Background: an optimization exercise with open tools, aiming at a short achievable clock period. Do not read the settings as production practice.
Function was checked by simulation only, so behaviour that the tests miss may differ from the original.
Power and IR drop assume default switching activity.

==> flow/design.v <==
package cpu_cfg_pkg;
  localparam int data_w = 16;
  localparam int dstk_depth = 16;                 
  localparam int dstk_aw    = $clog2(dstk_depth);
  localparam int dstk_cw    = $clog2(dstk_depth + 3);
  localparam int cstk_depth = 16;
  localparam int cstk_aw    = $clog2(cstk_depth);
  localparam int cstk_cw    = cstk_aw + 1;
  localparam logic [data_w-1:0] reset_ip = '0;
endpackage
package cpu_isa_pkg;
  localparam int insn_w = 16;
  localparam logic [insn_w-1:0] insn_isr_load = 16'h7811;
  localparam logic [insn_w-1:0] imm_mask_lit  = 16'h7fff;   
  localparam logic [insn_w-1:0] imm_mask_br   = 16'h0ffe;   
  localparam logic [insn_w-1:0] imm_mask_word = 16'h03fe;   
  localparam logic [insn_w-1:0] imm_mask_byte = 16'h03ff;
  typedef enum logic [1:0] {
    src_stk0 = 2'h0,
    src_fp   = 2'h1,
    src_ip   = 2'h2,
    src_cstk = 2'h3
  } src_a_t;
  typedef enum logic [1:0] {
    src_imm  = 2'h0,
    src_stk1 = 2'h1,
    src_isr  = 2'h2
  } src_b_t;
  typedef enum logic [5:0] {
    alu_add   = 6'd0,
    alu_sub   = 6'd1,
    alu_and   = 6'd2,
    alu_or    = 6'd3,
    alu_xor   = 6'd4,
    alu_shl   = 6'd5,
    alu_shr   = 6'd6,
    alu_eq    = 6'd7,
    alu_lt    = 6'd8,
    alu_not   = 6'd9,
    alu_a     = 6'd10,
    alu_b     = 6'd11,
    alu_addz  = 6'd12,
    alu_addnz = 6'd13
  } alu_sel_t;
endpackage
`timescale 1ns/100ps
module g_inv   (input logic a, output logic y);                   assign y = ~a;                     endmodule
module g_nand2 (input logic a, b, output logic y);                assign y = ~(a & b);               endmodule
module g_nor2  (input logic a, b, output logic y);                assign y = ~(a | b);               endmodule
module g_xor2  (input logic a, b, output logic y);                assign y = a ^ b;                  endmodule
module g_xnor2 (input logic a, b, output logic y);                assign y = ~(a ^ b);               endmodule
module g_aoi21 (input logic a1, a2, b, output logic y);           assign y = ~((a1 & a2) | b);       endmodule
module g_oai21 (input logic a1, a2, b, output logic y);           assign y = ~((a1 | a2) & b);       endmodule
module g_aoi22 (input logic a1, a2, b1, b2, output logic y);      assign y = ~((a1 & a2) | (b1 & b2)); endmodule
module g_aoi221 (input logic a1, a2, b1, b2, c, output logic y);  assign y = ~((a1 & a2) | (b1 & b2) | c); endmodule
module g_nand3 (input logic a, b, c, output logic y);             assign y = ~(a & b & c);           endmodule
module g_nand4 (input logic a, b, c, d, output logic y);          assign y = ~(a & b & c & d);       endmodule
module g_mux2i (input logic s, a0, a1, output logic y);           assign y = ~(s ? a1 : a0);         endmodule
module g_nor3  (input logic a, b, c, output logic y);             assign y = ~(a | b | c);           endmodule
`timescale 1ns/100ps
module add_ks10
(
  input  logic [9:0] a,
  input  logic [9:0] x,
  output logic [9:0] s,
  output logic        con
);
  logic g0_0, t0_0, g0_1, t0_1, g0_2, t0_2, g0_3, t0_3, g0_4, t0_4, g0_5, t0_5, g0_6, t0_6, g0_7, t0_7, g0_8, t0_8, g0_9, t0_9, g1_1, g1_2, t1_2, g1_3, t1_3, g1_4, t1_4, g1_5, t1_5, g1_6, t1_6, g1_7, t1_7, g1_8, t1_8, g1_9, t1_9, g0_0_i, g2_2, g2_3, g2_4, t2_4, g2_5, t2_5, g2_6, t2_6, g2_7, t2_7, g2_8, t2_8, g2_9, t2_9, g3_4, g1_1_i, g3_5, g3_6, g3_7, g3_8, t3_8, g3_9, t3_9, g4_8, g4_9, p_0, p_1, p_2, p_3, p_4, p_5, p_6, p_7, p_8, p_9;
  g_nand2 u_g0_0 (.a(a[0]), .b(x[0]), .y(g0_0));
  g_nor2  u_t0_0 (.a(a[0]), .b(x[0]), .y(t0_0));
  g_nand2 u_g0_1 (.a(a[1]), .b(x[1]), .y(g0_1));
  g_nor2  u_t0_1 (.a(a[1]), .b(x[1]), .y(t0_1));
  g_nand2 u_g0_2 (.a(a[2]), .b(x[2]), .y(g0_2));
  g_nor2  u_t0_2 (.a(a[2]), .b(x[2]), .y(t0_2));
  g_nand2 u_g0_3 (.a(a[3]), .b(x[3]), .y(g0_3));
  g_nor2  u_t0_3 (.a(a[3]), .b(x[3]), .y(t0_3));
  g_nand2 u_g0_4 (.a(a[4]), .b(x[4]), .y(g0_4));
  g_nor2  u_t0_4 (.a(a[4]), .b(x[4]), .y(t0_4));
  g_nand2 u_g0_5 (.a(a[5]), .b(x[5]), .y(g0_5));
  g_nor2  u_t0_5 (.a(a[5]), .b(x[5]), .y(t0_5));
  g_nand2 u_g0_6 (.a(a[6]), .b(x[6]), .y(g0_6));
  g_nor2  u_t0_6 (.a(a[6]), .b(x[6]), .y(t0_6));
  g_nand2 u_g0_7 (.a(a[7]), .b(x[7]), .y(g0_7));
  g_nor2  u_t0_7 (.a(a[7]), .b(x[7]), .y(t0_7));
  g_nand2 u_g0_8 (.a(a[8]), .b(x[8]), .y(g0_8));
  g_nor2  u_t0_8 (.a(a[8]), .b(x[8]), .y(t0_8));
  g_nand2 u_g0_9 (.a(a[9]), .b(x[9]), .y(g0_9));
  g_nor2  u_t0_9 (.a(a[9]), .b(x[9]), .y(t0_9));
  g_oai21 u_g1_1 (.a1(t0_1), .a2(g0_0), .b(g0_1), .y(g1_1));
  g_oai21 u_g1_2 (.a1(t0_2), .a2(g0_1), .b(g0_2), .y(g1_2));
  g_nor2  u_t1_2 (.a(t0_2), .b(t0_1), .y(t1_2));
  g_oai21 u_g1_3 (.a1(t0_3), .a2(g0_2), .b(g0_3), .y(g1_3));
  g_nor2  u_t1_3 (.a(t0_3), .b(t0_2), .y(t1_3));
  g_oai21 u_g1_4 (.a1(t0_4), .a2(g0_3), .b(g0_4), .y(g1_4));
  g_nor2  u_t1_4 (.a(t0_4), .b(t0_3), .y(t1_4));
  g_oai21 u_g1_5 (.a1(t0_5), .a2(g0_4), .b(g0_5), .y(g1_5));
  g_nor2  u_t1_5 (.a(t0_5), .b(t0_4), .y(t1_5));
  g_oai21 u_g1_6 (.a1(t0_6), .a2(g0_5), .b(g0_6), .y(g1_6));
  g_nor2  u_t1_6 (.a(t0_6), .b(t0_5), .y(t1_6));
  g_oai21 u_g1_7 (.a1(t0_7), .a2(g0_6), .b(g0_7), .y(g1_7));
  g_nor2  u_t1_7 (.a(t0_7), .b(t0_6), .y(t1_7));
  g_oai21 u_g1_8 (.a1(t0_8), .a2(g0_7), .b(g0_8), .y(g1_8));
  g_nor2  u_t1_8 (.a(t0_8), .b(t0_7), .y(t1_8));
  g_oai21 u_g1_9 (.a1(t0_9), .a2(g0_8), .b(g0_9), .y(g1_9));
  g_nor2  u_t1_9 (.a(t0_9), .b(t0_8), .y(t1_9));
  g_inv   u_g0_0_i (.a(g0_0), .y(g0_0_i));
  g_aoi21 u_g2_2 (.a1(t1_2), .a2(g0_0_i), .b(g1_2), .y(g2_2));
  g_aoi21 u_g2_3 (.a1(t1_3), .a2(g1_1), .b(g1_3), .y(g2_3));
  g_aoi21 u_g2_4 (.a1(t1_4), .a2(g1_2), .b(g1_4), .y(g2_4));
  g_nand2 u_t2_4 (.a(t1_4), .b(t1_2), .y(t2_4));
  g_aoi21 u_g2_5 (.a1(t1_5), .a2(g1_3), .b(g1_5), .y(g2_5));
  g_nand2 u_t2_5 (.a(t1_5), .b(t1_3), .y(t2_5));
  g_aoi21 u_g2_6 (.a1(t1_6), .a2(g1_4), .b(g1_6), .y(g2_6));
  g_nand2 u_t2_6 (.a(t1_6), .b(t1_4), .y(t2_6));
  g_aoi21 u_g2_7 (.a1(t1_7), .a2(g1_5), .b(g1_7), .y(g2_7));
  g_nand2 u_t2_7 (.a(t1_7), .b(t1_5), .y(t2_7));
  g_aoi21 u_g2_8 (.a1(t1_8), .a2(g1_6), .b(g1_8), .y(g2_8));
  g_nand2 u_t2_8 (.a(t1_8), .b(t1_6), .y(t2_8));
  g_aoi21 u_g2_9 (.a1(t1_9), .a2(g1_7), .b(g1_9), .y(g2_9));
  g_nand2 u_t2_9 (.a(t1_9), .b(t1_7), .y(t2_9));
  g_oai21 u_g3_4 (.a1(t2_4), .a2(g0_0), .b(g2_4), .y(g3_4));
  g_inv   u_g1_1_i (.a(g1_1), .y(g1_1_i));
  g_oai21 u_g3_5 (.a1(t2_5), .a2(g1_1_i), .b(g2_5), .y(g3_5));
  g_oai21 u_g3_6 (.a1(t2_6), .a2(g2_2), .b(g2_6), .y(g3_6));
  g_oai21 u_g3_7 (.a1(t2_7), .a2(g2_3), .b(g2_7), .y(g3_7));
  g_oai21 u_g3_8 (.a1(t2_8), .a2(g2_4), .b(g2_8), .y(g3_8));
  g_nor2  u_t3_8 (.a(t2_8), .b(t2_4), .y(t3_8));
  g_oai21 u_g3_9 (.a1(t2_9), .a2(g2_5), .b(g2_9), .y(g3_9));
  g_nor2  u_t3_9 (.a(t2_9), .b(t2_5), .y(t3_9));
  g_aoi21 u_g4_8 (.a1(t3_8), .a2(g0_0_i), .b(g3_8), .y(g4_8));
  g_aoi21 u_g4_9 (.a1(t3_9), .a2(g1_1), .b(g3_9), .y(g4_9));
  g_xor2  u_p_0 (.a(a[0]), .b(x[0]), .y(p_0));
  assign s[0] = p_0;
  g_xor2  u_p_1 (.a(a[1]), .b(x[1]), .y(p_1));
  g_xnor2 u_s_1 (.a(p_1), .b(g0_0), .y(s[1]));
  g_xor2  u_p_2 (.a(a[2]), .b(x[2]), .y(p_2));
  g_xor2  u_s_2 (.a(p_2), .b(g1_1), .y(s[2]));
  g_xor2  u_p_3 (.a(a[3]), .b(x[3]), .y(p_3));
  g_xnor2 u_s_3 (.a(p_3), .b(g2_2), .y(s[3]));
  g_xor2  u_p_4 (.a(a[4]), .b(x[4]), .y(p_4));
  g_xnor2 u_s_4 (.a(p_4), .b(g2_3), .y(s[4]));
  g_xor2  u_p_5 (.a(a[5]), .b(x[5]), .y(p_5));
  g_xor2  u_s_5 (.a(p_5), .b(g3_4), .y(s[5]));
  g_xor2  u_p_6 (.a(a[6]), .b(x[6]), .y(p_6));
  g_xor2  u_s_6 (.a(p_6), .b(g3_5), .y(s[6]));
  g_xor2  u_p_7 (.a(a[7]), .b(x[7]), .y(p_7));
  g_xor2  u_s_7 (.a(p_7), .b(g3_6), .y(s[7]));
  g_xor2  u_p_8 (.a(a[8]), .b(x[8]), .y(p_8));
  g_xor2  u_s_8 (.a(p_8), .b(g3_7), .y(s[8]));
  g_xor2  u_p_9 (.a(a[9]), .b(x[9]), .y(p_9));
  g_xnor2 u_s_9 (.a(p_9), .b(g4_8), .y(s[9]));
  assign con = g4_9;
endmodule
module add_ks11
(
  input  logic [10:0] a,
  input  logic [10:0] x,
  output logic [10:0] s,
  output logic        con
);
  logic g0_0, t0_0, g0_1, t0_1, g0_2, t0_2, g0_3, t0_3, g0_4, t0_4, g0_5, t0_5, g0_6, t0_6, g0_7, t0_7, g0_8, t0_8, g0_9, t0_9, g0_10, t0_10, g1_1, g1_2, t1_2, g1_3, t1_3, g1_4, t1_4, g1_5, t1_5, g1_6, t1_6, g1_7, t1_7, g1_8, t1_8, g1_9, t1_9, g1_10, t1_10, g0_0_i, g2_2, g2_3, g2_4, t2_4, g2_5, t2_5, g2_6, t2_6, g2_7, t2_7, g2_8, t2_8, g2_9, t2_9, g2_10, t2_10, g3_4, g1_1_i, g3_5, g3_6, g3_7, g3_8, t3_8, g3_9, t3_9, g3_10, t3_10, g4_8, g4_9, g2_2_i, g4_10, p_0, p_1, p_2, p_3, p_4, p_5, p_6, p_7, p_8, p_9, p_10;
  g_nand2 u_g0_0 (.a(a[0]), .b(x[0]), .y(g0_0));
  g_nor2  u_t0_0 (.a(a[0]), .b(x[0]), .y(t0_0));
  g_nand2 u_g0_1 (.a(a[1]), .b(x[1]), .y(g0_1));
  g_nor2  u_t0_1 (.a(a[1]), .b(x[1]), .y(t0_1));
  g_nand2 u_g0_2 (.a(a[2]), .b(x[2]), .y(g0_2));
  g_nor2  u_t0_2 (.a(a[2]), .b(x[2]), .y(t0_2));
  g_nand2 u_g0_3 (.a(a[3]), .b(x[3]), .y(g0_3));
  g_nor2  u_t0_3 (.a(a[3]), .b(x[3]), .y(t0_3));
  g_nand2 u_g0_4 (.a(a[4]), .b(x[4]), .y(g0_4));
  g_nor2  u_t0_4 (.a(a[4]), .b(x[4]), .y(t0_4));
  g_nand2 u_g0_5 (.a(a[5]), .b(x[5]), .y(g0_5));
  g_nor2  u_t0_5 (.a(a[5]), .b(x[5]), .y(t0_5));
  g_nand2 u_g0_6 (.a(a[6]), .b(x[6]), .y(g0_6));
  g_nor2  u_t0_6 (.a(a[6]), .b(x[6]), .y(t0_6));
  g_nand2 u_g0_7 (.a(a[7]), .b(x[7]), .y(g0_7));
  g_nor2  u_t0_7 (.a(a[7]), .b(x[7]), .y(t0_7));
  g_nand2 u_g0_8 (.a(a[8]), .b(x[8]), .y(g0_8));
  g_nor2  u_t0_8 (.a(a[8]), .b(x[8]), .y(t0_8));
  g_nand2 u_g0_9 (.a(a[9]), .b(x[9]), .y(g0_9));
  g_nor2  u_t0_9 (.a(a[9]), .b(x[9]), .y(t0_9));
  g_nand2 u_g0_10 (.a(a[10]), .b(x[10]), .y(g0_10));
  g_nor2  u_t0_10 (.a(a[10]), .b(x[10]), .y(t0_10));
  g_oai21 u_g1_1 (.a1(t0_1), .a2(g0_0), .b(g0_1), .y(g1_1));
  g_oai21 u_g1_2 (.a1(t0_2), .a2(g0_1), .b(g0_2), .y(g1_2));
  g_nor2  u_t1_2 (.a(t0_2), .b(t0_1), .y(t1_2));
  g_oai21 u_g1_3 (.a1(t0_3), .a2(g0_2), .b(g0_3), .y(g1_3));
  g_nor2  u_t1_3 (.a(t0_3), .b(t0_2), .y(t1_3));
  g_oai21 u_g1_4 (.a1(t0_4), .a2(g0_3), .b(g0_4), .y(g1_4));
  g_nor2  u_t1_4 (.a(t0_4), .b(t0_3), .y(t1_4));
  g_oai21 u_g1_5 (.a1(t0_5), .a2(g0_4), .b(g0_5), .y(g1_5));
  g_nor2  u_t1_5 (.a(t0_5), .b(t0_4), .y(t1_5));
  g_oai21 u_g1_6 (.a1(t0_6), .a2(g0_5), .b(g0_6), .y(g1_6));
  g_nor2  u_t1_6 (.a(t0_6), .b(t0_5), .y(t1_6));
  g_oai21 u_g1_7 (.a1(t0_7), .a2(g0_6), .b(g0_7), .y(g1_7));
  g_nor2  u_t1_7 (.a(t0_7), .b(t0_6), .y(t1_7));
  g_oai21 u_g1_8 (.a1(t0_8), .a2(g0_7), .b(g0_8), .y(g1_8));
  g_nor2  u_t1_8 (.a(t0_8), .b(t0_7), .y(t1_8));
  g_oai21 u_g1_9 (.a1(t0_9), .a2(g0_8), .b(g0_9), .y(g1_9));
  g_nor2  u_t1_9 (.a(t0_9), .b(t0_8), .y(t1_9));
  g_oai21 u_g1_10 (.a1(t0_10), .a2(g0_9), .b(g0_10), .y(g1_10));
  g_nor2  u_t1_10 (.a(t0_10), .b(t0_9), .y(t1_10));
  g_inv   u_g0_0_i (.a(g0_0), .y(g0_0_i));
  g_aoi21 u_g2_2 (.a1(t1_2), .a2(g0_0_i), .b(g1_2), .y(g2_2));
  g_aoi21 u_g2_3 (.a1(t1_3), .a2(g1_1), .b(g1_3), .y(g2_3));
  g_aoi21 u_g2_4 (.a1(t1_4), .a2(g1_2), .b(g1_4), .y(g2_4));
  g_nand2 u_t2_4 (.a(t1_4), .b(t1_2), .y(t2_4));
  g_aoi21 u_g2_5 (.a1(t1_5), .a2(g1_3), .b(g1_5), .y(g2_5));
  g_nand2 u_t2_5 (.a(t1_5), .b(t1_3), .y(t2_5));
  g_aoi21 u_g2_6 (.a1(t1_6), .a2(g1_4), .b(g1_6), .y(g2_6));
  g_nand2 u_t2_6 (.a(t1_6), .b(t1_4), .y(t2_6));
  g_aoi21 u_g2_7 (.a1(t1_7), .a2(g1_5), .b(g1_7), .y(g2_7));
  g_nand2 u_t2_7 (.a(t1_7), .b(t1_5), .y(t2_7));
  g_aoi21 u_g2_8 (.a1(t1_8), .a2(g1_6), .b(g1_8), .y(g2_8));
  g_nand2 u_t2_8 (.a(t1_8), .b(t1_6), .y(t2_8));
  g_aoi21 u_g2_9 (.a1(t1_9), .a2(g1_7), .b(g1_9), .y(g2_9));
  g_nand2 u_t2_9 (.a(t1_9), .b(t1_7), .y(t2_9));
  g_aoi21 u_g2_10 (.a1(t1_10), .a2(g1_8), .b(g1_10), .y(g2_10));
  g_nand2 u_t2_10 (.a(t1_10), .b(t1_8), .y(t2_10));
  g_oai21 u_g3_4 (.a1(t2_4), .a2(g0_0), .b(g2_4), .y(g3_4));
  g_inv   u_g1_1_i (.a(g1_1), .y(g1_1_i));
  g_oai21 u_g3_5 (.a1(t2_5), .a2(g1_1_i), .b(g2_5), .y(g3_5));
  g_oai21 u_g3_6 (.a1(t2_6), .a2(g2_2), .b(g2_6), .y(g3_6));
  g_oai21 u_g3_7 (.a1(t2_7), .a2(g2_3), .b(g2_7), .y(g3_7));
  g_oai21 u_g3_8 (.a1(t2_8), .a2(g2_4), .b(g2_8), .y(g3_8));
  g_nor2  u_t3_8 (.a(t2_8), .b(t2_4), .y(t3_8));
  g_oai21 u_g3_9 (.a1(t2_9), .a2(g2_5), .b(g2_9), .y(g3_9));
  g_nor2  u_t3_9 (.a(t2_9), .b(t2_5), .y(t3_9));
  g_oai21 u_g3_10 (.a1(t2_10), .a2(g2_6), .b(g2_10), .y(g3_10));
  g_nor2  u_t3_10 (.a(t2_10), .b(t2_6), .y(t3_10));
  g_aoi21 u_g4_8 (.a1(t3_8), .a2(g0_0_i), .b(g3_8), .y(g4_8));
  g_aoi21 u_g4_9 (.a1(t3_9), .a2(g1_1), .b(g3_9), .y(g4_9));
  g_inv   u_g2_2_i (.a(g2_2), .y(g2_2_i));
  g_aoi21 u_g4_10 (.a1(t3_10), .a2(g2_2_i), .b(g3_10), .y(g4_10));
  g_xor2  u_p_0 (.a(a[0]), .b(x[0]), .y(p_0));
  assign s[0] = p_0;
  g_xor2  u_p_1 (.a(a[1]), .b(x[1]), .y(p_1));
  g_xnor2 u_s_1 (.a(p_1), .b(g0_0), .y(s[1]));
  g_xor2  u_p_2 (.a(a[2]), .b(x[2]), .y(p_2));
  g_xor2  u_s_2 (.a(p_2), .b(g1_1), .y(s[2]));
  g_xor2  u_p_3 (.a(a[3]), .b(x[3]), .y(p_3));
  g_xnor2 u_s_3 (.a(p_3), .b(g2_2), .y(s[3]));
  g_xor2  u_p_4 (.a(a[4]), .b(x[4]), .y(p_4));
  g_xnor2 u_s_4 (.a(p_4), .b(g2_3), .y(s[4]));
  g_xor2  u_p_5 (.a(a[5]), .b(x[5]), .y(p_5));
  g_xor2  u_s_5 (.a(p_5), .b(g3_4), .y(s[5]));
  g_xor2  u_p_6 (.a(a[6]), .b(x[6]), .y(p_6));
  g_xor2  u_s_6 (.a(p_6), .b(g3_5), .y(s[6]));
  g_xor2  u_p_7 (.a(a[7]), .b(x[7]), .y(p_7));
  g_xor2  u_s_7 (.a(p_7), .b(g3_6), .y(s[7]));
  g_xor2  u_p_8 (.a(a[8]), .b(x[8]), .y(p_8));
  g_xor2  u_s_8 (.a(p_8), .b(g3_7), .y(s[8]));
  g_xor2  u_p_9 (.a(a[9]), .b(x[9]), .y(p_9));
  g_xnor2 u_s_9 (.a(p_9), .b(g4_8), .y(s[9]));
  g_xor2  u_p_10 (.a(a[10]), .b(x[10]), .y(p_10));
  g_xnor2 u_s_10 (.a(p_10), .b(g4_9), .y(s[10]));
  assign con = g4_10;
endmodule
module res_mux
(
  input  logic [8:0]       sel,     
  input  logic [8:0][9:0]  lo,
  input  logic [8:0]       con,     
  input  logic [7:0][5:0]  ha,      
  input  logic [7:0][5:0]  hb,      
  input  logic [4:0]       bha,     
  input  logic [4:0]       bhb,
  input  logic             blo10,   
  input  logic [15:0]      op7,
  input  logic [15:0]      imm,
  output logic [15:0]      y
);
  for (genvar k = 0; k < 10; k++)
  begin : g_lo
    logic n0, n1, n2, n3;
    g_aoi221 u_0 (.a1(sel[0]), .a2(lo[0][k]), .b1(sel[1]), .b2(lo[1][k]), .c(op7[k]), .y(n0));
    g_aoi221 u_1 (.a1(sel[2]), .a2(lo[2][k]), .b1(sel[3]), .b2(lo[3][k]), .c(imm[k]), .y(n1));
    g_aoi22  u_2 (.a1(sel[4]), .a2(lo[4][k]), .b1(sel[5]), .b2(lo[5][k]), .y(n2));
    g_aoi22  u_3 (.a1(sel[7]), .a2(lo[7][k]), .b1(sel[8]), .b2(lo[8][k]), .y(n3));
    g_nand4  u_y (.a(n0), .b(n1), .c(n2), .d(n3), .y(y[k]));
  end
  for (genvar k = 10; k < 16; k++)
  begin : g_hi
    logic [8:0] tn;
    logic p1, p2, p3, x1n, x2n;
    for (genvar j = 0; j < 8; j++)
    begin : g_t
      g_mux2i u_t (.s(con[j]), .a0(ha[j][k-10]), .a1(hb[j][k-10]), .y(tn[j]));
    end
    if (k == 10)
    begin : g_b10
      g_nand2 u_t8 (.a(sel[8]), .b(blo10), .y(tn[8]));
    end
    else
    begin : g_bhi
      g_mux2i u_t8 (.s(con[8]), .a0(bha[k-11]), .a1(bhb[k-11]), .y(tn[8]));
    end
    g_nand3 u_p1 (.a(tn[0]), .b(tn[1]), .c(tn[2]), .y(p1));
    g_nand3 u_p2 (.a(tn[3]), .b(tn[4]), .c(tn[5]), .y(p2));
    g_nand3 u_p3 (.a(tn[6]), .b(tn[7]), .c(tn[8]), .y(p3));
    g_nor2  u_x1 (.a(p1), .b(p2), .y(x1n));
    g_nor3  u_x2 (.a(p3), .b(op7[k]), .c(imm[k]), .y(x2n));
    g_nand2 u_y  (.a(x1n), .b(x2n), .y(y[k]));
  end
endmodule
module hc_gate #(parameter int W = 6)
(
  input  logic         sel,
  input  logic [W-1:0] hc0,
  input  logic [W-1:0] hc1,
  output logic [W-1:0] ha,
  output logic [W-1:0] hb
);
  assign ha = {W{sel}} & hc1;
  assign hb = {W{sel}} & hc0;
endmodule
module dec2
(
  input  logic [1:0] s,
  output logic [3:0] d
);
  for (genvar i = 0; i < 4; i++)
  begin : g_d
    assign d[i] = s == i;
  end
endmodule
module op7_sel
(
  input  logic [15:0] insn,
  output logic [3:0]  e,
  output logic        es_isr,
  output logic        es_c,
  output logic        es_fp,
  output logic        es_t
);
  logic alu, sys;
  assign alu = insn[15:11] == 5'b01110 && insn[5:4] == 2'b00;
  assign sys = insn[15:11] == 5'b01111;
  for (genvar i = 0; i < 4; i++)
  begin : g_d
    assign e[i] = alu && insn[3:2] == i;
  end
  assign es_isr = sys && insn[4] && !insn[0];
  assign es_c   = sys && !insn[4] && !insn[0] && insn[3:2] == 2'b00;
  assign es_fp  = sys && insn[3:0] == 4'b0011;
  assign es_t   = sys && !(insn[4] && !insn[0]) && !(insn[3:2] == 2'b00 && !insn[0]) &&
                  insn[3:0] != 4'b0011;
endmodule
module op7_pick
(
  input  logic [15:0] insn,
  input  logic [15:0] tn_sum,
  input  logic [15:0] tn_dif,
  input  logic [15:0] tn_and,
  input  logic [15:0] tn_or,
  input  logic [15:0] tn_xor,
  input  logic [15:0] tn_shl,
  input  logic [15:0] tn_shr,
  input  logic        tn_eq,
  input  logic        tn_lt,
  input  logic [15:0] t,
  input  logic [15:0] n,
  input  logic [15:0] t_addz,
  input  logic [15:0] t_addnz,
  input  logic [15:0] isr,
  input  logic [15:0] c,
  input  logic [15:0] fp,
  output logic [15:0] y
);
  logic [3:0] d0, d1, d2, d3, e;
  logic       es_isr, es_c, es_fp, es_t;
  dec2 u_d0 (.s(insn[1:0]), .d(d0));
  dec2 u_d1 (.s(insn[1:0]), .d(d1));
  dec2 u_d2 (.s(insn[1:0]), .d(d2));
  dec2 u_d3 (.s(insn[1:0]), .d(d3));
  op7_sel u_sel (.insn(insn), .e(e), .es_isr(es_isr), .es_c(es_c),
                 .es_fp(es_fp), .es_t(es_t));
  for (genvar k = 0; k < 16; k++)
  begin : g_bit
    logic a0, b0, a1, b1, a2, b2, a3, m0, m1, m2, m3, n0, n1, n2, n3, tn;
    g_inv   u_tn (.a(t[k]), .y(tn));
    g_aoi22 u_a0 (.a1(d0[0]), .a2(tn_sum[k]), .b1(d0[1]), .b2(tn_dif[k]), .y(a0));
    g_aoi22 u_b0 (.a1(d0[2]), .a2(tn_and[k]), .b1(d0[3]), .b2(tn_or[k]),  .y(b0));
    g_nand2 u_m0 (.a(a0), .b(b0), .y(m0));
    g_aoi22 u_a1 (.a1(d1[0]), .a2(tn_xor[k]), .b1(d1[1]), .b2(tn_shl[k]), .y(a1));
    if (k == 0)
    begin : g_eq
      g_aoi22 u_b1 (.a1(d1[2]), .a2(tn_shr[k]), .b1(d1[3]), .b2(tn_eq), .y(b1));
    end
    else
    begin : g_neq
      g_nand2 u_b1 (.a(d1[2]), .b(tn_shr[k]), .y(b1));
    end
    g_nand2 u_m1 (.a(a1), .b(b1), .y(m1));
    if (k == 0)
    begin : g_lt
      g_aoi22 u_a2 (.a1(d2[0]), .a2(tn_lt), .b1(d2[1]), .b2(tn), .y(a2));
    end
    else
    begin : g_nlt
      g_nand2 u_a2 (.a(d2[1]), .b(tn), .y(a2));
    end
    g_aoi22 u_b2 (.a1(d2[2]), .a2(t[k]), .b1(d2[3]), .b2(n[k]), .y(b2));
    g_nand2 u_m2 (.a(a2), .b(b2), .y(m2));
    g_aoi22 u_a3 (.a1(d3[0]), .a2(t_addz[k]), .b1(d3[1]), .b2(t_addnz[k]), .y(a3));
    g_inv   u_m3 (.a(a3), .y(m3));
    g_aoi22 u_n0 (.a1(e[0]), .a2(m0), .b1(e[1]), .b2(m1), .y(n0));
    g_aoi22 u_n1 (.a1(e[2]), .a2(m2), .b1(e[3]), .b2(m3), .y(n1));
    g_aoi22 u_n2 (.a1(es_isr), .a2(isr[k]), .b1(es_c), .b2(c[k]), .y(n2));
    g_aoi22 u_n3 (.a1(es_fp), .a2(fp[k]), .b1(es_t), .b2(t[k]), .y(n3));
    g_nand4 u_y  (.a(n0), .b(n1), .c(n2), .d(n3), .y(y[k]));
  end
endmodule
module imm_pick
(
  input  logic [15:0] insn,
  input  logic        s_ip2,
  input  logic [15:0] ip2,
  output logic [15:0] y
);
  always_comb
  begin
    y = {16{s_ip2}} & ip2;
    if (insn[15])
      y = {1'b0, insn[14:0]};
    else if (insn[11:10] == 2'b00)
      case (insn[14:12])
        3'b010, 3'b011, 3'b101: y = {{6{insn[9]}}, insn[9:0]};
        3'b100:                 y = {{7{insn[9]}}, insn[9:1]};
        3'b110:                 y = {6'd0, insn[9:0]};
        default:                ;
      endcase
  end
endmodule
module alu_pre
(
  input  logic [15:0] t,
  input  logic [15:0] n,
  output logic [15:0] tn_sum,
  output logic [15:0] tn_dif,
  output logic [15:0] tn_and,
  output logic [15:0] tn_or,
  output logic [15:0] tn_xor,
  output logic [15:0] tn_shl,
  output logic [15:0] tn_shr,
  output logic        tn_eq,
  output logic        tn_lt,
  output logic [15:0] t_addz,
  output logic [15:0] t_addnz,
  output logic        t_zero,
  output logic [5:0]  t_hp
);
  logic [15:0] t_step;
  assign tn_sum  = t + n;
  assign tn_dif  = t - n;
  assign tn_and  = t & n;
  assign tn_or   = t | n;
  assign tn_xor  = t ^ n;
  assign tn_shl  = t << n[3:0];
  assign tn_shr  = t >> n[3:0];
  assign tn_eq   = t == n;
  assign tn_lt   = $signed(t) < $signed(n);
  assign t_step  = t + 16'd2;
  assign t_zero  = t == 16'd0;
  assign t_addz  = t_zero ? tn_sum : t_step;
  assign t_addnz = !t_zero ? tn_sum : t_step;
  assign t_hp    = t[15:10] + 6'd1;
endmodule
module hi_pre
(
  input  logic [15:0] fp,
  input  logic [15:0] ip,
  input  logic [15:0] c,
  output logic [5:0]  fp_hm,
  output logic [5:0]  fp_hp,
  output logic [5:0]  ip_hm,
  output logic [5:0]  ip_hp,
  output logic [5:0]  c_hm,
  output logic [5:0]  c_hp,
  output logic [4:0]  br_hm,
  output logic [4:0]  br_hp,
  output logic [15:0] ip2
);
  assign fp_hm = fp[15:10] - 6'd1;
  assign fp_hp = fp[15:10] + 6'd1;
  assign ip_hm = ip[15:10] - 6'd1;
  assign ip_hp = ip[15:10] + 6'd1;
  assign c_hm  = c[15:10] - 6'd1;
  assign c_hp  = c[15:10] + 6'd1;
  assign br_hm = ip[15:11] - 5'd1;
  assign br_hp = ip[15:11] + 5'd1;
  assign ip2   = ip + 16'd2;
endmodule
module hc_sel #(parameter int W = 6)
(
  input  logic         s,
  input  logic [W-1:0] h,
  input  logic [W-1:0] hm,
  input  logic [W-1:0] hp,
  output logic [W-1:0] hc0,
  output logic [W-1:0] hc1
);
  assign hc1 = s ? h  : hp;
  assign hc0 = s ? hm : h;
endmodule
module res_sel
(
  input  logic [15:0] insn,
  input  logic        t_zero,
  output logic [8:0]  sel,
  output logic        s_ip2
);
  logic is_b, is_w, is_6, cond;
  assign is_b  = insn[15:13] == 3'b001 || insn[15:12] == 4'b0101;
  assign is_w  = insn[15:12] == 4'b0100;
  assign is_6  = insn[15:12] == 4'b0110;
  assign cond  = insn[0] ^ t_zero;    
  assign sel[0] = is_b && insn[11:10] == 2'd1;
  assign sel[1] = is_b && insn[11:10] == 2'd2;
  assign sel[2] = is_b && insn[11:10] == 2'd3;
  assign sel[3] = is_w && insn[11:10] == 2'd1;
  assign sel[4] = is_w && insn[11:10] == 2'd2;
  assign sel[5] = is_w && insn[11:10] == 2'd3;
  assign sel[6] = is_6 && insn[11:10] == 2'd1;
  assign sel[7] = is_6 && insn[11];
  assign sel[8] = insn[15:12] == 4'b0000 || (insn[15:12] == 4'b0001 && cond);
  assign s_ip2  = insn[15:12] == 4'b0001 && !cond;
endmodule
`timescale 1ns/100ps
module stack_cpu
(
  input  logic        clk,
  input  logic        rst_n,
  output logic [15:0] imem_addr,
  input  logic [15:0] insn,
  output logic [15:0] dmem_addr,
  output logic [15:0] dmem_wdata,
  output logic        dmem_we,
  output logic        dmem_re,
  output logic        dmem_byte,
  input  logic [15:0] dmem_rdata
);
  logic [15:0] ip, fp, isr;
  logic [15:0] top0, top1;           
  logic [15:0] dmem_stk [16];        
  logic [4:0]  depth;                
  logic [15:0] cmem [16];            
  logic [4:0]  cptr;                 
  logic [15:0] ctop;                 
  logic [15:0] ip2;
  logic [3:0] op;
  logic [1:0] asel;
  logic is_lit, is_j, is_jc, is_b, is_w, is_6, is_alu, is_sys;
  assign op     = insn[15:12];
  assign asel   = insn[11:10];
  assign is_lit = insn[15];
  assign is_j   = op == 4'b0000;
  assign is_jc  = op == 4'b0001;
  assign is_b   = insn[15:13] == 3'b001 || op == 4'b0101;   
  assign is_w   = op == 4'b0100;                             
  assign is_6   = op == 4'b0110;                             
  assign is_alu = op == 4'b0111 && !insn[11];
  assign is_sys = op == 4'b0111 && insn[11];
  logic [15:0] tn_sum, tn_dif, tn_and, tn_or, tn_xor, tn_shl, tn_shr, t_addz, t_addnz;
  logic        t_zero, tn_eq, tn_lt;
  logic [5:0]  t_hp;
  alu_pre u_alu_pre (.t(top0), .n(top1), .tn_sum(tn_sum), .tn_dif(tn_dif), .tn_and(tn_and),
                     .tn_or(tn_or), .tn_xor(tn_xor), .tn_shl(tn_shl), .tn_shr(tn_shr),
                     .tn_eq(tn_eq), .tn_lt(tn_lt), .t_addz(t_addz), .t_addnz(t_addnz),
                     .t_zero(t_zero), .t_hp(t_hp));
  logic [9:0] xb, xw;
  logic       sgn;
  assign xb  = insn[9:0];               
  assign xw  = {insn[9], insn[9:1]};    
  assign sgn = insn[9];
  logic [5:0] fp_hm, fp_hp, ip_hm, ip_hp, c_hm, c_hp;
  logic [4:0] br_hm, br_hp;
  hi_pre u_hi_pre (.fp(fp), .ip(ip), .c(ctop), .fp_hm(fp_hm), .fp_hp(fp_hp), .ip_hm(ip_hm),
                   .ip_hp(ip_hp), .c_hm(c_hm), .c_hp(c_hp), .br_hm(br_hm), .br_hp(br_hp),
                   .ip2(ip2));
  logic [8:0][9:0] lo;
  logic [8:0]      con;
  logic [7:0][5:0] hc0, hc1;
  logic [4:0]      bhc0, bhc1;
  logic            blo10;
  logic [10:0]     br_lo;
  add_ks10 u_fp_b (.a(fp[9:0]),   .x(xb), .s(lo[0]), .con(con[0]));
  add_ks10 u_ip_b (.a(ip[9:0]),   .x(xb), .s(lo[1]), .con(con[1]));
  add_ks10 u_c_b  (.a(ctop[9:0]), .x(xb), .s(lo[2]), .con(con[2]));
  add_ks10 u_fp_w (.a(fp[9:0]),   .x(xw), .s(lo[3]), .con(con[3]));
  add_ks10 u_ip_w (.a(ip[9:0]),   .x(xw), .s(lo[4]), .con(con[4]));
  add_ks10 u_c_w  (.a(ctop[9:0]), .x(xw), .s(lo[5]), .con(con[5]));
  add_ks10 u_t_b  (.a(top0[9:0]), .x(xb), .s(lo[7]), .con(con[7]));
  add_ks11 u_br   (.a(ip[10:0]),  .x(insn[11:1]), .s(br_lo), .con(con[8]));
  assign lo[6] = lo[0];
  assign con[6] = con[0];
  assign lo[8] = br_lo[9:0];
  assign blo10 = br_lo[10];
  hc_sel #(.W(6)) u_hc_fp (.s(sgn), .h(fp[15:10]),   .hm(fp_hm), .hp(fp_hp), .hc0(hc0[0]), .hc1(hc1[0]));
  hc_sel #(.W(6)) u_hc_ip (.s(sgn), .h(ip[15:10]),   .hm(ip_hm), .hp(ip_hp), .hc0(hc0[1]), .hc1(hc1[1]));
  hc_sel #(.W(6)) u_hc_c  (.s(sgn), .h(ctop[15:10]), .hm(c_hm),  .hp(c_hp),  .hc0(hc0[2]), .hc1(hc1[2]));
  assign hc1[3] = hc1[0];
  assign hc0[3] = hc0[0];
  assign hc1[4] = hc1[1];
  assign hc0[4] = hc0[1];
  assign hc1[5] = hc1[2];
  assign hc0[5] = hc0[2];
  assign hc1[6] = fp_hp;
  assign hc0[6] = fp[15:10];
  assign hc1[7] = t_hp;
  assign hc0[7] = top0[15:10];
  hc_sel #(.W(5)) u_hc_br (.s(insn[11]), .h(ip[15:11]), .hm(br_hm), .hp(br_hp), .hc0(bhc0), .hc1(bhc1));
  logic s_br, s_ip2, s_6i, s_6f, s_sisr, s_sc, s_sfp;
  logic [8:0] sel;
  res_sel u_rsel (.insn(insn), .t_zero(t_zero), .sel(sel), .s_ip2(s_ip2));
  assign s_br = sel[8];
  assign s_6i   = is_6 && asel == 2'd0;
  assign s_6f   = is_6 && asel == 2'd1;
  assign s_sisr = is_sys && insn[4] && !insn[0];
  assign s_sc   = is_sys && !insn[4] && !insn[0] && insn[3:2] == 2'b00;
  assign s_sfp  = is_sys && insn[3:0] == 4'b0011;
  logic [15:0] v_op7, v_imm, alu_res;
  logic [8:0]  rsel;
  logic [7:0][5:0] ha, hb;
  logic [4:0]  bha, bhb;
  op7_pick u_op7 (.insn(insn), .tn_sum(tn_sum), .tn_dif(tn_dif),
                  .tn_and(tn_and), .tn_or(tn_or), .tn_xor(tn_xor),
                  .tn_shl(tn_shl), .tn_shr(tn_shr), .tn_eq(tn_eq), .tn_lt(tn_lt),
                  .t(top0), .n(top1), .t_addz(t_addz),
                  .t_addnz(t_addnz), .isr(isr), .c(ctop), .fp(fp),
                  .y(v_op7));
  imm_pick u_imm (.insn(insn), .s_ip2(s_ip2), .ip2(ip2), .y(v_imm));
  assign rsel = {sel[8:1], sel[0] || sel[6]};
  for (genvar j = 0; j < 8; j++)
  begin : g_hg
    hc_gate #(.W(6)) u_hg (.sel(sel[j]), .hc0(hc0[j]), .hc1(hc1[j]), .ha(ha[j]), .hb(hb[j]));
  end
  hc_gate #(.W(5)) u_hg_br (.sel(sel[8]), .hc0(bhc0), .hc1(bhc1), .ha(bha), .hb(bhb));
  res_mux u_res (.sel(rsel), .lo(lo), .con(con), .ha(ha), .hb(hb), .bha(bha), .bhb(bhb),
                 .blo10(blo10), .op7(v_op7), .imm(v_imm), .y(alu_res));
  logic push, pop, load_stk, wr1, rd, wr, byt, cpush, cpop;
  assign push     = is_lit || op == 4'b0010 || (is_w && !insn[0]) || op == 4'b0101 ||
                    (op == 4'b0111 && insn[7]);
  assign pop      = is_jc || op == 4'b0011 || (is_w && insn[0]) || (is_alu && insn[6]) ||
                    (is_sys && insn[2]) || (is_sys && insn[4] && insn[0]);
  assign load_stk = push || is_alu || (is_sys && insn[3] && !insn[1]);
  assign wr1      = op == 4'b0111 && insn[3] && !(insn[11] && insn[4]);
  assign rd       = op == 4'b0010 || (is_w && !insn[0]) || s_6i ||
                    (is_sys && insn[3:2] == 2'b10);
  assign wr       = op == 4'b0011 || (is_w && insn[0]) || (is_sys && insn[3:2] == 2'b11);
  assign byt      = insn[15:13] == 3'b001 || (op == 4'b0111 && insn[0]);
  assign cpush    = (is_j && insn[0]) || s_6i || s_sisr || s_sfp;
  assign cpop     = s_sc;
  assign imem_addr  = ip;
  assign dmem_addr  = alu_res;
  assign dmem_wdata = (op == 4'b0111 && !(insn[11] && insn[4])) ? top1 : top0;
  assign dmem_we    = rst_n && wr;
  assign dmem_re    = rst_n && rd;
  assign dmem_byte  = byt && (rd || wr);
  logic [15:0] rd_data, din, ip_nx, fp_nx, cdin;
  assign rd_data = byt ? {8'h00, dmem_rdata[7:0]} : dmem_rdata;
  assign din     = rd ? rd_data : alu_res;
  assign cdin    = s_sfp ? fp : ip2;
  always_comb
  begin
    if (s_br)
      ip_nx = alu_res;
    else if (s_6i)
      ip_nx = {6'd0, xb};
    else if (is_sys && insn[3:0] == 4'b0000)
      ip_nx = insn[4] ? isr : ctop;
    else
      ip_nx = ip2;
    if (s_6f)
      fp_nx = alu_res;
    else if (is_sys && insn[3:0] == 4'b0010)
      fp_nx = insn[4] ? isr : ctop;
    else
      fp_nx = fp;
  end
  always_ff @(posedge clk)
  begin
    if (!rst_n)
    begin
      ip  <= 16'd0;
      fp  <= 16'd0;
      isr <= 16'd0;
    end
    else
    begin
      ip <= ip_nx;
      fp <= fp_nx;
      if (insn == 16'h7811)
        isr <= top0;
    end
  end
  logic [3:0] sp;
  assign sp = depth[3:0] - 4'd2;
  always_ff @(posedge clk)
  begin
    if (push && !pop && depth >= 5'd2)
      dmem_stk[sp] <= top1;
    if (push && !pop)
      top1 <= top0;
    else if (pop && !push)
    begin
      top0 <= top1;
      top1 <= dmem_stk[sp - 4'd1];
    end
    if (load_stk)
    begin
      if (wr1)
        top1 <= din;
      else
        top0 <= din;
    end
  end
  always_ff @(posedge clk)
  begin
    if (!rst_n)
      depth <= 5'd0;
    else if (push && !pop)
      depth <= depth + 5'd1;
    else if (pop && !push)
      depth <= depth - 5'd1;
  end
  always_ff @(posedge clk)
  begin
    if (cpush)
      cmem[cptr[3:0]] <= cdin;
  end
  always_ff @(posedge clk)
  begin
    if (cpush && !cpop)
      ctop <= cdin;
    else if (cpop && !cpush)
      ctop <= cmem[cptr[3:0] - 4'd2];
  end
  always_ff @(posedge clk)
  begin
    if (!rst_n)
      cptr <= 5'd0;
    else if (cpush && !cpop)
      cptr <= cptr + 5'd1;
    else if (cpop && !cpush)
      cptr <= cptr - 5'd1;
  end
endmodule
==> flow/flow/run.sh <==
#!/bin/bash
set -euo pipefail
export SETUP_SLACK_MARGIN=7.5
export BUFFER_PORTS_ARGS="-buffer_cell sky130_fd_sc_hd__buf_6"
bash standard.sh > standard.log 2>&1
==> flow/standard.sh <==
#!/bin/bash
# synth_recipe.tcl (not shown) runs the flow's synth.tcl, then flattens the netlist and writes it again
# the make line also repeats each setting of config.mk as NAME=value (left out here)
make -C /OpenROAD-flow-scripts/flow DESIGN_CONFIG=/design/flow/config.mk WORK_HOME=/design/flow/orfs CLKGATE_MAP_FILE= SYNTH_SCRIPT=/design/flow/synth_recipe.tcl "${@:-finish}"
==> flow/config.mk <==
export PLATFORM = sky130hd
export DESIGN_NAME = stack_cpu
export DESIGN_NICKNAME = stack_cpu
export VERILOG_FILES = /design/flow/design.v
export SDC_FILE = /design/flow/constraint.sdc
export NUM_CORES = 4
export LEC_CHECK = 0
export ABC_CLOCK_PERIOD_IN_PS = 2000
export CAP_MARGIN = 20
export CORE_MARGIN = 2
export CORE_UTILIZATION = 40
export PLACE_DENSITY = 0.45
export SLEW_MARGIN = 20
export SYNTH_HIERARCHICAL = 1
export SYNTH_MINIMUM_KEEP_SIZE = 0
export TNS_END_PERCENT = 10
==> flow/constraint.sdc <==
create_clock -name core_clock -period 12.5 [get_ports {clk}]
set_input_delay 2.5000 -clock core_clock [delete_from_list [all_inputs] [get_ports {clk}]]
set_output_delay 2.5000 -clock core_clock [all_outputs]
set_load 0.01 [all_outputs]
==> results of run 1 <==
## metal layers
metal / global-route usage, % / part of all wire (%) / wire [um]
met5: 0 / 0.010 / 17
met3: 6.473 / 8.2 / 13520
met2: 48.21 / 44 / 72460
met1: 43.72 / 44 / 71680
met4: 10.02 / 3.9 / 6344
## power breakdown
| group | switching, mW | leakage (nW) | internal, mW | total [mW] |
|---|---|---|---|---|
| combinational | 1.96 | 11.1 | 1.11 | 3.07 |
| sequential | 0.0970 | 5.64 | 2.42 | 2.51 |
| clock | 0.857 | 1.04 | 1.08 | 1.94 |
## worst min path at each step
stage,start,endpoint,depth (start not counted),slack [ns]
6_report,isr[11],isr[11],2,0.50
5_1_grt,isr[14],isr[14],2,0.51
4_1_cts,isr[11],isr[11],2,0.49
3_5_place_dp,isr[11],isr[11],2,0.48
3_3_place_gp,isr[0],isr[0],2,0.47
2_1_floorplan,isr[0],isr[0],2,0.46
## layout make-up
type | count | share of cell area (%)
Clock buffer | 91 | 3.727
Antenna cell | 1 | 0.005120
Tap cell | 1298 | 3.323
Sequential cell | 617 | 36.14
Timing Repair Buffer | 347 | 8.245
Clock inverter | 34 | 0.6118
Inverter | 164 | 1.316
Multi-Input combinational cell | 2696 | 46.63
## metrics by stage
step	util, %	hold slack (ns)
finish	48.81	0.4967
global route	48.81	0.5100
CTS	48.07	0.4919
detailed placement	43.15	0.4830
global placement	43.12	0.4655
floorplan	-	0.4557
## worst max-delay path, delay by kind of cell
family                 cells  cell delay [ns]
buffers and inverters      3             0.40
AND/OR/NAND/NOR            6             1.36
AO/OA/AOI/OAI              1             0.35
## flip-flops by register name, summed over array words and instances, names as in the netlist
name / cells
cmem: 256
dmem_stk: 256
ctop: 16
fp: 16
ip: 16
isr: 16
top0: 16
top1: 16
depth: 5
cptr: 4
## repair_timing
| action | 4_1_cts | 5_1_grt |
|---|---|---|
| endpoints found under the setup margin | 386 | 330 |
| pin swaps | 95 | 55 |
| hold endpoints to repair | 0 | 0 |
| gates cloned | 22 | 5 |
| setup buffers | 109 | 35 |
| gates resized for setup | 271 | 102 |
## cells in the final DEF (no fill, tap or decap), drive strengths merged, types with 16 or more instances in the layout
master	n
inv	163
nand4	70
clkinv	27
a21oi	177
mux4	141
xor2	152
and2	115
dfxtp	89
xnor2	102
clkbuf	94
a211oi	30
o21ai	207
o211ai	28
nor3	38
o311ai	16
a221oi	23
ha	84
nand3	50
nand2	500
a32oi	16
a22oi	171
nor2b	24
mux2	96
mux2i	158
edfxtp	528
buf	333
nor2	334
==> summary.txt, run 1 <==
Worst setup path
  – CP Launch Point: insn[12]
  – Crit path capture type: primary output
  – Worst Path Arrival: approximately 4.6 ns
  – Max stage delay on crit path: between 0.4 and 0.5 ns
  – Reg-to-reg slack, setup: ~7.6 ns
  – Reg-to-reg startpoint: top0[11]
  – Setup CP Type: in -> out
  – Req. time, crit path: around 10 ns
  – CP Launch Type: input port
  – Cell Chain, Critical Path: buf_16, and4b_2, nand2_4, nor2_4, buf_12, a22oi_2, nand4_1, nor3_2, nand2_2, buf_6
  – Crit Path Max Fanout: 7
  – Worst setup endpoint: dmem_addr[11]
  – Critical Path Slowest Stage Cell: nand4_1
  – Path depth of the worst reg2reg path: 19
  – Reg2reg end: top0[6]

Pwr
  – Max rail drop VDD: about 97 uV
  – Total leakage power: roughly 18 nW
  – Power per cell area: between 150 and 200 nW/um^2
  – Pwr Total: between 7 and 8 mW

Floorplanning
  – Initial Util: roughly 40%
  – Die height: 322.1 um
  – Die width: 322.1 um
  – DIE AREA: 103,800 um^2
  – Core region area: ~100,000 um^2
  – # IOs: 85
  – Number of core rows: about 120

Route
  – Total Routed Length: approximately 160 mm
  – Vias: roughly 32k
  – Antenna Nets Post-Route: 0
  – Vias per Instance: roughly 6.1
  – Residual DRC: 0
  – DRT iter0 DRCs: ~3.1k
  – 1st-pass router iterations: 5
  – Drt wl/cell: approximately 31 um

Synthesis
  – Syn nets: around 3.8k
  – Synth Cell Area: approximately 40,000 um^2
  – Synth Area per Inst: 11.10 um^2
  – Syn Inst Count: 3,647
  – Number of synthesis warnings: 8

STA
  – Setup ws final: 5.366 ns
  – Max-Slew Margin vs Limit: between 20% and 30%
  – RSZ-0062 raised after global routing: true
  – Slew at the pin with the worst max-slew slack: roughly 1.1 ns
  – Final Slew Violations: 0
  – Period utilization: a little under three fifths
  – Final Hold Viols: 0
  – Clock skew: about 0.037 ns
  – Maximum clock rate: ~140 MHz
  – Total negative setup slack: 0 ns
  – Min cycle time layout: 7.134 ns
  – Final setup fails: 0

Clock network
  – Worst-Skew Late Latency: 0.63 ns
  – CTS tree: done
  – Clock net sink count: around 620
  – Clock Tree Buf Depth: 3
  – Max H-tree Level: 3
  – CTS root buf: clkbuf_16
  – CTS Hold Buffers Added: 0
  – CTS buffer count: 68
  – Worst-path clk slew: 0.06 ns

Placement
  – Placed inst area: between 40,000 and 50,000 um^2
  – Port bufs: 84
  – Gpl congestion: between 0.9 and 1
  – DP Worst Slack: roughly 4.7 ns
  – Inst Count DP: ~5.0k
  – DP HPWL: 108.1 mm

Layout
  – Fin cells: 5,248
  – Area Overhead vs Synth: 20.74%
  – Fill count: 9,078
  – Footprint of the multi-input gates: between 20,000 and 25,000 um^2
  – # nets final: roughly 4k
  – Final Instance Area: ~50,000 um^2
  – Layout cell share with drive strength beyond 1: 34.46%
  – Reg area: around 18,000 um^2

Global route
  – Global-route wire length before repair: between 200 and 250 mm
  – Overall Global Routing Usage: between 30% and 40%
  – Antenna violations before repair: 3
  – Largest net degree at the start of global routing: between 50 and 60
  – Total global routing overflow: 0
  – Vias in the first global route: roughly 31k

Run status
  – Status: finished clean

Job
  – Max Cap Violations: 0

Min path
  – Min-delay worst type: reg -> reg
==> run 2: changes to the inputs <==
--- a/flow/config.mk
+++ b/flow/config.mk
@@ -10,7 +10,7 @@
 export CORE_MARGIN = 2
 export CORE_UTILIZATION = 40
-export PLACE_DENSITY = 0.45
+export PLACE_DENSITY = 0.6
 export SLEW_MARGIN = 20
 export SYNTH_HIERARCHICAL = 1
 export SYNTH_MINIMUM_KEEP_SIZE = 0
-export TNS_END_PERCENT = 10
+export TNS_END_PERCENT = 100
==> summary.txt, run 2 <==
Route
  – Total Routed Length: 147.6 mm (-10%)
  – DRT iter0 DRCs: 4,051 (+30%)
  – Residual DRC: 0 (unchanged)
  – WL met1: 59.56 mm (-17%)
  – Vias: 32.62k (+2.0%)
  – Met2 wire len: 65.40 mm (-9.7%)
  – Max Used Layer: met4
  – 1st-pass router iterations: 6 (+1)
  – Drt wl/cell: 28.00 um (-10%)
  – Vias per Instance: 6.188 (+1.5%)
  – Antenna Nets Post-Route: 0 (unchanged)
  – WL met3: 15.79 mm (+17%)

Worst setup path
  – Reg-to-reg startpoint: top0[10]
  – CP Launch Type: input port
  – Reg2reg end: top1[12]
  – Req. time, crit path: 10.00 ns (about the same)
  – Path depth of the worst reg2reg path: 21 (+2)
  – Crit path capture type: primary output
  – Setup CP Type: in -> out
  – Worst Path Arrival: 4.58 ns (-0.05 ns)
  – Crit Path Max Fanout: 5 (-2)
  – Reg-to-reg slack, setup: 7.98 ns (+0.39 ns)

Global route
  – Largest net degree at the start of global routing: 56 (+3.7%)
  – Antenna violations before repair: 1 (-2)
  – Overall Global Routing Usage: 27.26% (-3.9 points)
  – Vias in the first global route: 30.58k (-2.0%)
  – Global-route wire length before repair: 209.0 mm (-9.9%)
  – Total global routing overflow: 0 (unchanged)

STA
  – Final setup fails: 0 (unchanged)
  – Final Slew Violations: 0 (unchanged)
  – Setup ws final: 5.422 ns (+0.05579 ns)
  – Final hold slack: 0.4857 ns (-0.01100 ns)
  – Total negative setup slack: 0 ns (unchanged)
  – Slew at the pin with the worst max-slew slack: 1.096 ns (-0.03765 ns)
  – Final Hold Viols: 0 (unchanged)
  – Period utilization: 56.63% (-0.45 points)
  – Clock skew: 0.04159 ns (+0.004419 ns)
  – Maximum clock rate: 141.3 MHz (+0.79%)
  – Max-Slew Margin vs Limit: 26.85% (+4.6 points)
  – RSZ-0062 raised after global routing: true
  – Min cycle time layout: 7.078 ns (-0.05579 ns)

Layout
  – Commonest cells after routing, fill and taps aside: edfxtp_1, nand2_1, nor2_1, a22oi_2, buf_4
  – Final Instance Area: 50,420 um^2 (+3.1%)
  – Area Overhead vs Synth: 24.54%
  – Layout cell share with drive strength beyond 1: 37.33% (+2.9 points)
  – # nets final: 4,044 (+0.70%)
  – Most common cell after layout, fill and taps aside: edfxtp_1
  – Final core occ: 50.34% (+1.5 points)

Synthesis
  – Synth Area per Inst: 11.10 um^2 (unchanged)
  – Number of synthesis warnings: 8 (unchanged)
  – Syn Inst Count: 3,647 (unchanged)
  – Syn nets: 3,769 (unchanged)
  – Synth Cell Area: 40,480 um^2 (unchanged)

Clock network
  – Max H-tree Level: 3 (unchanged)
  – CTS tree: done
  – Worst-Skew Late Latency: 0.66 ns (+0.03 ns)
  – Clock Tree Buf Depth: 3 (unchanged)
  – CTS root buf: clkbuf_16
  – Clock net sink count: 617 (unchanged)
  – CTS buffer count: 69 (+1.5%)
  – Worst-path clk slew: 0.05 ns (about the same)

Min path
  – Hold endpoint: isr[10]
  – Hold Startpoint: isr[10]
  – Hold Crit Depth: 2 (unchanged)
  – Min-delay worst type: reg -> reg

Floorplanning
  – # IOs: 85 (unchanged)
  – Die height: 322.1 um (unchanged)
  – Initial Util: 40.42% (unchanged)
  – Die width: 322.1 um (unchanged)
  – DIE AREA: 103,800 um^2 (unchanged)
  – Core region area: 100,100 um^2 (unchanged)
  – Number of core rows: 116 (unchanged)

Placement
  – DP Worst Slack: 4.758 ns (+0.04314 ns)
  – Gpl congestion: 0.9665 (+1.3%)
  – Placed inst area: 43,230 um^2 (about the same)
  – DP HPWL: 90.99 mm (-16%)
  – Port bufs: 84 (unchanged)

Pwr
  – Max rail drop VDD: 133.9 uV (+38%)
  – Power per cell area: 149.1 nW/um^2 (-3.2%)
  – Total leakage power: 18.27 nW (+2.7%)

Run status
  – Status: finished clean

Job
  – Max Cap Violations: 0 (unchanged)
## run 2: final cells by class
class / count / area [um^2]
antenna: 1 / 2.502
timing repair inverter: 1 / 5.005
tap: 1298 / 1624
fill: 8745 / 49730
clock inverter: 34 / 325.3
timing repair buffer: 373 / 4826
clock buffer: 88 / 1882
inverter: 164 / 651.9
multi-input combinational: 2696 / 23440
sequential: 617 / 17660
## run 2: worst max path at each step
stage,from,endpoint,depth (start not counted)
after floorplan,insn[15],dmem_addr[8],7
after global placement,insn[4],dmem_addr[14],11
after detailed placement,insn[4],dmem_addr[12],11
after CTS,insn[14],dmem_addr[7],10
after global routing,top0[4],dmem_addr[9],17
final,insn[0],dmem_addr[7],12
## run 2: power breakdown
part	internal, mW	switching (mW)	total (mW)
registers	2.42	0.106	2.52
logic	1.13	1.86	3.00
clock network	1.15	0.845	2.00
total	4.70	2.81	7.52
## run 2: metal layers
layer | track usage (%) | vias up
li1 | - | 14110
met2 | 42.34 | 1948
met1 | 37.33 | 16180
met4 | 10.52 | 0
met3 | 5.801 | 392
met5 | 0 | -
## run 2: critical path: stages
cell,delay (ns)
buf_16,0.12
nor2b_4,0.12
buf_6,0.12
buf_12,0.13
a22oi_2,0.16
nand2_1,0.12
a22oi_2,0.22
nand4_1,0.36
a221oi_2,0.29
nand4_1,0.12
buf_4,0.19
buf_6,0.12
## run 2: per-stage QoR
| stage | total power, mW | cells |
|---|---|---|
| global route | 7.792 | 5271 |
| finish | 7.517 | 5272 |
| CTS | 7.309 | 5208 |
| global placement | 5.096 | 4931 |
| floorplan | 4.277 | 3647 |
| detailed placement | 5.104 | 4931 |
## run 2: what timing repair did
action,4_1_cts,5_1_grt
gates resized for setup,317,220
hold buffers,0,0
gates cloned,29,12
buffers inserted,126,51
setup endpoints to repair,321,55
pin swaps,97,129
==> run 3: changes to the inputs <==
==> flow/flow/run.sh (replaced) <==
#!/bin/bash
set -euo pipefail
export SETUP_SLACK_MARGIN=9
export BUFFER_PORTS_ARGS="-buffer_cell sky130_fd_sc_hd__buf_6"
bash standard.sh > standard.log 2>&1
--- a/flow/config.mk
+++ b/flow/config.mk
@@ -14,3 +14,3 @@
 export SYNTH_HIERARCHICAL = 1
 export SYNTH_MINIMUM_KEEP_SIZE = 0
-export TNS_END_PERCENT = 100
+export TNS_END_PERCENT = 10
==> summary.txt, run 3 <==
Worst setup path
  – Setup CP Type: in -> out
  – Reg2reg end: top1[10]
  – Cell Chain, Critical Path: buf_16, and4b_2, nand2_4, nor3_4, buf_12, buf_12, a22oi_2, nand4_1, a221oi_2, nand4_1, buf_6
  – CP Launch Type: input port
  – Crit path capture type: primary output
  – Reg-to-reg startpoint: top1[0]
  – Max stage delay on crit path: 0.28 ns (-0.08 ns)
  – Path depth of the worst reg2reg path: 19 (-9.5%)
  – Req. time, crit path: 10.00 ns (about the same)
  – Crit Path Max Fanout: 6 (+1)
  – Worst Path Arrival: 4.47 ns (-0.11 ns)
  – Critical Path Slowest Stage Cell: and4b_2
  – Reg-to-reg slack, setup: 8.17 ns (+0.19 ns)

Pwr
  – Max rail drop VDD: 128.6 uV (-4.0%)
  – Pwr Total: 7.567 mW (+0.66%)
  – Power per cell area: 149.4 nW/um^2 (+0.22%)
  – Total leakage power: 18.46 nW (+1.1%)

Synthesis
  – Syn Inst Count: 3,647 (unchanged)
  – Number of synthesis warnings: 8 (unchanged)
  – Synth Cell Area: 40,480 um^2 (unchanged)
  – Synth Area per Inst: 11.10 um^2 (unchanged)
  – Syn nets: 3,769 (unchanged)

Floorplanning
  – Initial Util: 40.42% (unchanged)
  – Die width: 322.1 um (unchanged)
  – Die height: 322.1 um (unchanged)
  – # IOs: 85 (unchanged)
  – DIE AREA: 103,800 um^2 (unchanged)
  – Number of core rows: 116 (unchanged)
  – Core region area: 100,100 um^2 (unchanged)

STA
  – Min cycle time layout: 6.971 ns (-0.1069 ns)
  – Clock skew: 0.05941 ns (+0.01782 ns)
  – Maximum clock rate: 143.4 MHz (+1.5%)
  – Slew at the pin with the worst max-slew slack: 1.107 ns (+0.01093 ns)
  – Final Slew Violations: 0 (unchanged)
  – Max-Slew Margin vs Limit: 26.12% (-0.73 points)
  – Period utilization: 55.77% (-0.86 points)
  – Final setup fails: 0 (unchanged)
  – RSZ-0062 raised after global routing: true
  – Total negative setup slack: 0 ns (unchanged)
  – Final Hold Viols: 0 (unchanged)

Clock network
  – Worst-Skew Late Latency: 0.68 ns (+0.02 ns)
  – CTS buffer count: 71 (+2.9%)
  – CTS tree: done
  – CTS root buf: clkbuf_16
  – Max H-tree Level: 3 (unchanged)
  – Clock net sink count: 617 (unchanged)
  – Worst-path clk slew: 0.05 ns (about the same)
  – Clock Tree Buf Depth: 3 (unchanged)

Global route
  – Antenna violations before repair: 6 (+5)
  – Global-route wire length before repair: 207.6 mm (-0.65%)
  – Largest net degree at the start of global routing: 61 (+8.9%)
  – Total global routing overflow: 0 (unchanged)
  – Vias in the first global route: 30.68k (+0.34%)
  – Overall Global Routing Usage: 27.04% (-0.23 points)

Route
  – Residual DRC: 0 (unchanged)
  – Vias per Instance: 6.146 (-0.68%)
  – Total Routed Length: 147.2 mm (-0.28%)
  – Antenna Nets Post-Route: 0 (unchanged)
  – Drt wl/cell: 27.73 um (-0.95%)
  – DRT iter0 DRCs: 4,242 (+4.7%)
  – Vias: 32.62k (-0.0031%)
  – 1st-pass router iterations: 6 (unchanged)

Placement
  – DP HPWL: 90.60 mm (-0.42%)
  – Gpl congestion: 0.9587 (-0.81%)
  – Inst Count DP: 4,946 (+0.30%)
  – Port bufs: 84 (unchanged)

Layout
  – Fin cells: 5,308 (+0.68%)
  – Layout cell share with drive strength beyond 1: 37.81% (+0.48 points)
  – Commonest cells after routing, fill and taps aside: edfxtp_1, nand2_1, nor2_1, buf_4, a22oi_2
  – # nets final: 4,078 (+0.84%)
  – Area Overhead vs Synth: 25.08%
  – Most common cell after layout, fill and taps aside: edfxtp_1

Min path
  – Hold Crit Depth: 2 (unchanged)
  – Min-delay worst type: reg -> reg
  – Hold Startpoint: isr[6]
  – Hold endpoint: isr[6]

Job
  – Max Cap Violations: 0 (unchanged)

Run status
  – Status: finished clean
## run 3: layout make-up
cell class	count	area (um^2)
repair buffers	407	5054
clock buffers	84	1846
fillers	8774	49510
inverters	164	664.4
well taps	1298	1624
clock inverters	40	449.2
multi-input cells	2694	23320
flip-flops and latches	617	17670
diodes	3	7.507
repair inverters	1	5.005
## run 3: stage by stage
step | instance area [um^2] | setup slack (ns) | utilization (%) | hold WS [ns]
global placement | 43160 | 4.815 | 43.10 | 0.4676
CTS | 48750 | 5.585 | 48.68 | 0.4785
finish | 50640 | 5.529 | 50.56 | 0.4788
global route | 50630 | 5.511 | 50.56 | 0.4984
floorplan | 40810 | 5.707 | - | 0.4557
detailed placement | 43180 | 4.782 | 43.11 | 0.4706
## run 3: worst max path at each step
stage | from | endpoint | slack, ns | cells after the start
after floorplan | insn[15] | dmem_addr[8] | 5.71 | 7
after global placement | insn[4] | dmem_addr[2] | 4.81 | 8
after detailed placement | insn[4] | dmem_addr[2] | 4.78 | 8
after CTS | insn[15] | dmem_addr[2] | 5.58 | 10
after global routing | insn[3] | dmem_addr[10] | 5.51 | 12
final | insn[14] | dmem_addr[2] | 5.53 | 11
## run 3: worst max-delay path, delay by kind of cell
kind                   cells  cell delay, ns
AO/OA/AOI/OAI              2            0.38
buffers and inverters      4            0.60
AND/OR/NAND/NOR            5            0.97
## run 3: report_power, final
group,switching (mW),total [mW],internal [mW]
clock network,0.901,2.06,1.16
logic,1.85,2.97,1.13
registers,0.114,2.53,2.42
## run 3: repair_timing
action / in CTS / in global routing
pin swaps: 84 / 88
resized for setup: 336 / 265
buffers inserted: 135 / 58
hold buffers: 0 / 0
endpoints found under the setup margin: 940 / 940
gates cloned: 26 / 16
## run 3: routing by layer
layer / global-route usage [%] / share of wire, % / routed length [um] / vias to the layer above
li1: - / - / - / 14200
met5: 0 / 0.0088 / 13 / -
met4: 11.04 / 4.6 / 6729 / 2
met2: 41.49 / 44 / 65360 / 1827
met3: 5.808 / 10 / 15280 / 402
met1: 37.17 / 41 / 59810 / 16190

[separate check: timing with driven ports]
In the flow no input, the clock included, has a driving cell. The finished layouts below were timed again as built, in two steps.
Step 1 assumes that a clkbuf_16 drives the clock port and a buf_2 every other input.
Step 2 times the ports against the registers' clock, not the clock port: input delays grow and output delays shrink by t, the midpoint of the rising clock arrivals with the driver on.
a / b / c = ideal / step 1 / step 2; a / b = the first two.
| run | shift t [ns] | slack for setup (ns) | worst hold slack (ns) | clock arrival spread, ns | worst data-port slew with drivers (ns) |
|---|---|---|---|---|---|
| run 1 | 0.677 | 5.366 / 5.063 / 5.063 | 0.497 / 0.497 / 0.497 | 0.038 / 0.037 | 0.39 |
| run 2 | 0.708 | 5.422 / 5.125 / 5.125 | 0.486 / 0.486 / 0.486 | 0.050 / 0.050 | 0.39 |
| run 3 | 0.717 | 5.529 / 5.263 / 5.263 | 0.479 / 0.479 / 0.479 | 0.059 / 0.060 | 0.33 |
After both steps every run listed still meets setup and hold. The setup slack of run 1, which loses most, moves by -0.303 ns with the drivers and by -0.303 ns with both steps.
